This is an optimization exercise on Yosys and OpenROAD, whose aim is small area, not a production implementation.
In this exercise RTL edits were held to simulation tests only and were not proved equivalent to the original.
Power is estimated from default activity; no workload was simulated.

== rev 12 ==
==> flow/design.v <==
module core_top (
  input  logic        clk,
  input  logic        rst_n,
  input  logic [31:0] inst,
  output logic [31:0] pc,
  output logic        retire_valid,
  output logic [4:0]  retire_rd,
  output logic [31:0] retire_data
);
  localparam logic [1:0] ST_CLR = 2'd0;   
  localparam logic [1:0] ST_P1  = 2'd1;
  localparam logic [1:0] ST_P2  = 2'd2;
  logic [2:0]  t_q;
  logic [1:0]  st_q;
  logic [29:0] pcw_q;
  logic [31:0] rf_q [1:31];
  logic [3:0]  dl_q [7];  
  logic [3:0]  prev_q;    
  logic [27:0] res_q;     
  logic [4:0]  amt_q;     
  logic        c_q;       
  logic [6:0] opc;
  logic [2:0] f3;
  logic       alt;
  logic       is_reg;
  logic       is_imm;
  logic       legal;
  logic       sub;
  logic [4:0] rs1;
  logic [4:0] rs2;
  logic [4:0] rd;
  assign opc    = inst[6:0];
  assign f3     = inst[14:12];
  assign alt    = inst[30];
  assign rd     = inst[11:7];
  assign rs1    = inst[19:15];
  assign rs2    = inst[24:20];
  assign is_reg = (opc == 7'b0110011);
  assign is_imm = (opc == 7'b0010011);
  assign legal  = (is_reg || is_imm) && (f3 != 3'b011) && !(f3 == 3'b101 && alt);
  assign sub    = is_reg && alt && (f3 == 3'b000);
  logic p1;
  logic p2;
  logic last;
  assign p1   = (st_q == ST_P1);
  assign p2   = (st_q == ST_P2);
  assign last = (t_q == 3'd7);
  logic [3:0] a_n;
  logic [3:0] r2_n;
  logic [3:0] imm_n;
  logic [3:0] b_n;
  logic [3:0] nib [32];
  always_comb begin
    nib[0] = 4'd0;
    for (int r = 1; r < 32; r++) nib[r] = rf_q[r][3:0];
  end
  always_comb begin
    case (rs1)
      5'd0: a_n = nib[0];
      5'd1: a_n = nib[1];
      5'd2: a_n = nib[2];
      5'd3: a_n = nib[3];
      5'd4: a_n = nib[4];
      5'd5: a_n = nib[5];
      5'd6: a_n = nib[6];
      5'd7: a_n = nib[7];
      5'd8: a_n = nib[8];
      5'd9: a_n = nib[9];
      5'd10: a_n = nib[10];
      5'd11: a_n = nib[11];
      5'd12: a_n = nib[12];
      5'd13: a_n = nib[13];
      5'd14: a_n = nib[14];
      5'd15: a_n = nib[15];
      5'd16: a_n = nib[16];
      5'd17: a_n = nib[17];
      5'd18: a_n = nib[18];
      5'd19: a_n = nib[19];
      5'd20: a_n = nib[20];
      5'd21: a_n = nib[21];
      5'd22: a_n = nib[22];
      5'd23: a_n = nib[23];
      5'd24: a_n = nib[24];
      5'd25: a_n = nib[25];
      5'd26: a_n = nib[26];
      5'd27: a_n = nib[27];
      5'd28: a_n = nib[28];
      5'd29: a_n = nib[29];
      5'd30: a_n = nib[30];
      default: a_n = nib[31];
    endcase
    case (rs2)
      5'd0: r2_n = nib[0];
      5'd1: r2_n = nib[1];
      5'd2: r2_n = nib[2];
      5'd3: r2_n = nib[3];
      5'd4: r2_n = nib[4];
      5'd5: r2_n = nib[5];
      5'd6: r2_n = nib[6];
      5'd7: r2_n = nib[7];
      5'd8: r2_n = nib[8];
      5'd9: r2_n = nib[9];
      5'd10: r2_n = nib[10];
      5'd11: r2_n = nib[11];
      5'd12: r2_n = nib[12];
      5'd13: r2_n = nib[13];
      5'd14: r2_n = nib[14];
      5'd15: r2_n = nib[15];
      5'd16: r2_n = nib[16];
      5'd17: r2_n = nib[17];
      5'd18: r2_n = nib[18];
      5'd19: r2_n = nib[19];
      5'd20: r2_n = nib[20];
      5'd21: r2_n = nib[21];
      5'd22: r2_n = nib[22];
      5'd23: r2_n = nib[23];
      5'd24: r2_n = nib[24];
      5'd25: r2_n = nib[25];
      5'd26: r2_n = nib[26];
      5'd27: r2_n = nib[27];
      5'd28: r2_n = nib[28];
      5'd29: r2_n = nib[29];
      5'd30: r2_n = nib[30];
      default: r2_n = nib[31];
    endcase
  end
  always_comb begin
    case (t_q)
      3'd0:    imm_n = inst[23:20];
      3'd1:    imm_n = inst[27:24];
      3'd2:    imm_n = inst[31:28];
      default: imm_n = {4{inst[31]}};
    endcase
  end
  assign b_n = is_reg ? r2_n : imm_n;
  logic       inv;
  logic       cin;
  logic [4:0] sum;
  logic       lt;
  assign inv = p1 || sub;
  assign cin = (t_q == 3'd0) ? inv : c_q;
  assign sum = {1'b0, a_n} + {1'b0, b_n ^ {4{inv}}} + {4'd0, cin};
  assign lt  = (a_n[3] != b_n[3]) ? a_n[3] : sum[3];
  logic       is_sll;
  logic [3:0] fin;
  logic [2:0] dly;
  logic [3:0] cur;
  logic [7:0] w;
  logic [3:0] sh_n;
  assign is_sll = !f3[2];
  assign fin    = a_n & {4{p1 ^ is_sll}};
  assign dly    = amt_q[4:2] ^ {3{!is_sll}};   
  always_comb begin
    case (dly)
      3'd0:    cur = fin;
      3'd1:    cur = dl_q[0];
      3'd2:    cur = dl_q[1];
      3'd3:    cur = dl_q[2];
      3'd4:    cur = dl_q[3];
      3'd5:    cur = dl_q[4];
      3'd6:    cur = dl_q[5];
      default: cur = dl_q[6];
    endcase
  end
  assign w = {cur, prev_q};
  always_comb begin
    if (is_sll) begin
      case (amt_q[1:0])
        2'd0:    sh_n = w[7:4];
        2'd1:    sh_n = w[6:3];
        2'd2:    sh_n = w[5:2];
        default: sh_n = w[4:1];
      endcase
    end else begin
      case (amt_q[1:0])
        2'd0:    sh_n = w[3:0];
        2'd1:    sh_n = w[4:1];
        2'd2:    sh_n = w[5:2];
        default: sh_n = w[6:3];
      endcase
    end
  end
  logic [3:0] res_n;
  always_comb begin
    case (f3)
      3'b000:  res_n = sum[3:0];
      3'b001:  res_n = sh_n;
      3'b010:  res_n = {3'd0, c_q && (t_q == 3'd0)};
      3'b100:  res_n = a_n ^ b_n;
      3'b101:  res_n = sh_n;
      3'b110:  res_n = a_n | b_n;
      default: res_n = a_n & b_n;
    endcase
  end
  logic [3:0] wd;
  assign wd = p2 ? res_n : 4'd0;
  always_ff @(posedge clk) begin
    if (!rst_n) begin
      t_q   <= 3'd0;
      st_q  <= ST_CLR;
      pcw_q <= 30'h2000_0000;
    end else begin
      t_q <= t_q + 3'd1;
      if (last) begin
        case (st_q)
          ST_P1:   st_q <= legal ? ST_P2 : ST_P1;
          default: st_q <= ST_P1;
        endcase
        if ((p1 && !legal) || p2) pcw_q <= pcw_q + 30'd1;
      end
    end
  end
  always_ff @(posedge clk) begin
    dl_q[0] <= fin;
    for (int k = 1; k < 7; k++) dl_q[k] <= dl_q[k-1];
    prev_q <= cur;
    res_q <= {wd, res_q[27:4]};
    c_q   <= (p1 && last) ? lt : sum[4];
    if (p1 && t_q == 3'd0) amt_q[3:0] <= b_n;
    if (p1 && t_q == 3'd1) amt_q[4]   <= b_n[0];
  end
  logic [31:0] we;
  logic [3:0]  hi;
  logic [7:0]  lo;
  always_comb begin
    for (int i = 0; i < 4; i++) hi[i] = (st_q == ST_CLR) || (p2 && rd[4:3] == 2'(i));
    for (int j = 0; j < 8; j++) lo[j] = (st_q == ST_CLR) || (rd[2:0] == 3'(j));
    for (int r = 0; r < 32; r++) we[r] = hi[r / 8] && lo[r % 8];
  end
  always_ff @(posedge clk) begin
    for (int r = 1; r < 32; r++)
      rf_q[r] <= {we[r] ? wd : rf_q[r][3:0], rf_q[r][31:4]};
  end
  assign pc           = {pcw_q, 2'b00};
  assign retire_valid = p2 && last;
  assign retire_rd    = rd;
  assign retire_data  = {wd, res_q};
endmodule
Settings: LEC_CHECK=0, ABC_AREA=1, CAP_MARGIN=20, CORE_MARGIN=2, CORE_UTILIZATION=45, SLEW_MARGIN=20; clock period 15.0 ns.
standard.sh (not shown) runs the stock make flow with config.mk's settings and CLKGATE_MAP_FILE= SYNTH_SCRIPT=/design/flow/synth_recipe.tcl, a recipe that flattens the netlist after the stock synthesis.
==> flow/flow/run.sh <==
#!/bin/bash
# The standard ORFS layout with three changes:
#  - synthesis maps the logic with an area-oriented ABC script (flow/abc_area.script, used
#    through a copy of ORFS's scripts folder in which only that file differs); the synthesis
#    script, its passes and the registers it makes are unchanged;
#  - the port buffers are buf_1 cells;
#  - the clock tree is built from clkbuf_8 cells driving clusters of up to 20 flip-flops, with
#    no dummy loads.
# make's output goes to make.log; ORFS keeps each step's own log under orfs/logs/.
set -euo pipefail
here=$(pwd)
rm -rf "$here/scripts"
cp -r "$FLOW_HOME/scripts" "$here/scripts"
cp "$here/flow/abc_area.script" "$here/scripts/abc_area.script"
bash standard.sh \
  "SCRIPTS_DIR=$here/scripts" \
  "BUFFER_PORTS_ARGS=-buffer_cell sky130_fd_sc_hd__buf_1" \
  "CTS_ARGS=-sink_clustering_enable -repair_clock_nets -dont_use_dummy_load -buf_list sky130_fd_sc_hd__clkbuf_8 -sink_clustering_size 20 -sink_clustering_max_diameter 60" \
  finish > make.log 2>&1
==> flow/flow/abc_area.script <==
&get -n
&st
&dch -f
&nf -R 1000 -p
&put
topo
stime -c
buffer -c
upsize -c
dnsize -c
Rev 12 | status: complete | timing, DRC, antenna: pass
The inputs of rev 13 differ from those of rev 12 as listed below.
Settings: removing CORE_MARGIN (formerly 2); setting DIE_AREA to 0 0 250.535 250.535 for the first time; removing CORE_UTILIZATION (formerly 45); setting CORE_AREA to 2 2 248.535 248.535 for the first time.
==> flow/flow/run.sh <==
#!/bin/bash
# The standard ORFS layout with three changes:
#  - synthesis maps the logic with an area-oriented ABC script (flow/abc_area.script, which
#    restructures the logic with &deepsyn for up to 120 s before mapping; it is used
#    through a copy of ORFS's scripts folder in which only that file differs); the synthesis
#    script, its passes and the registers it makes are unchanged;
#  - the port buffers are buf_1 cells;
#  - the clock tree is built from clkbuf_4 cells driving clusters of up to 12 flip-flops, with
#    no dummy loads.
# make's output goes to make.log; ORFS keeps each step's own log under orfs/logs/.
set -euo pipefail
here=$(pwd)
rm -rf "$here/scripts"
cp -r "$FLOW_HOME/scripts" "$here/scripts"
cp "$here/flow/abc_area.script" "$here/scripts/abc_area.script"
bash standard.sh \
  "SCRIPTS_DIR=$here/scripts" \
  "BUFFER_PORTS_ARGS=-buffer_cell sky130_fd_sc_hd__buf_1" \
  "CTS_ARGS=-sink_clustering_enable -repair_clock_nets -dont_use_dummy_load -buf_list sky130_fd_sc_hd__clkbuf_4 -sink_clustering_size 12 -sink_clustering_max_diameter 40" \
  finish > make.log 2>&1
==> flow/flow/abc_area.script <==
&get -n
&st
&deepsyn -T 120
&dch -f
&nf -R 1000 -p
&put
topo
stime -c
==> comparison <==
Diff rev 12 and rev 13: core utilization higher in rev 12
Compared to rev 12, rev 13 has proportion of cell area spent on the clock network 0.38 points lower.
Summary of rev 13 over rev 12: via count of the first global-routing pass moved up, total of clock buffers placed in the layout has increased, period utilization now sits higher, initial cell density of the core went down 0.87 points.
Summary — count of inverters not on the clock network in the layout, rev 13 relative to rev 12: lower, by 4.8%.
The net switching fraction of the power in rev 13 sits 0.54 points above the value recorded for rev 12.
Relative to rev 12, rev 13 degrades register-to-register setup slack.
Number of library cell types mapped by synthesis, rev 12 and rev 13, lower one = rev 13.

afterwards: timing with drivers on the ports:
Ports are ideal in the flow. The routed layouts listed here were re-timed in OpenROAD.
Step 1 sets driving cells, clkbuf_16 on the clock port and buf_2 on the other inputs (assumed; they add their load-dependent delay and slew).
Step 2 moves the port delays by t, midway between the first and last clock arrival at a register: inputs arrive t later, outputs are due t later. That takes back most of the time a late clock gives input paths.
a / b / c = no drivers / after step 1 / after step 2; a / b = the first two.
| run | t (ns) | setup WS [ns] | latest minus earliest clock arrival (ns) | worst register clock-pin slew, ns |
|---|---|---|---|---|
| rev 12 | 0.695 | 4.464 / 4.407 / 4.407 | 0.100 / 0.101 | 0.12 / 0.12 |
| rev 13 | 0.916 | 3.869 / 3.794 / 3.794 | 0.091 / 0.091 | 0.12 / 0.12 |
After both steps every run listed still meets setup and hold. For rev 13, which loses most, drivers alone change the setup slack by -0.075 ns; drivers and shift together by -0.075 ns.
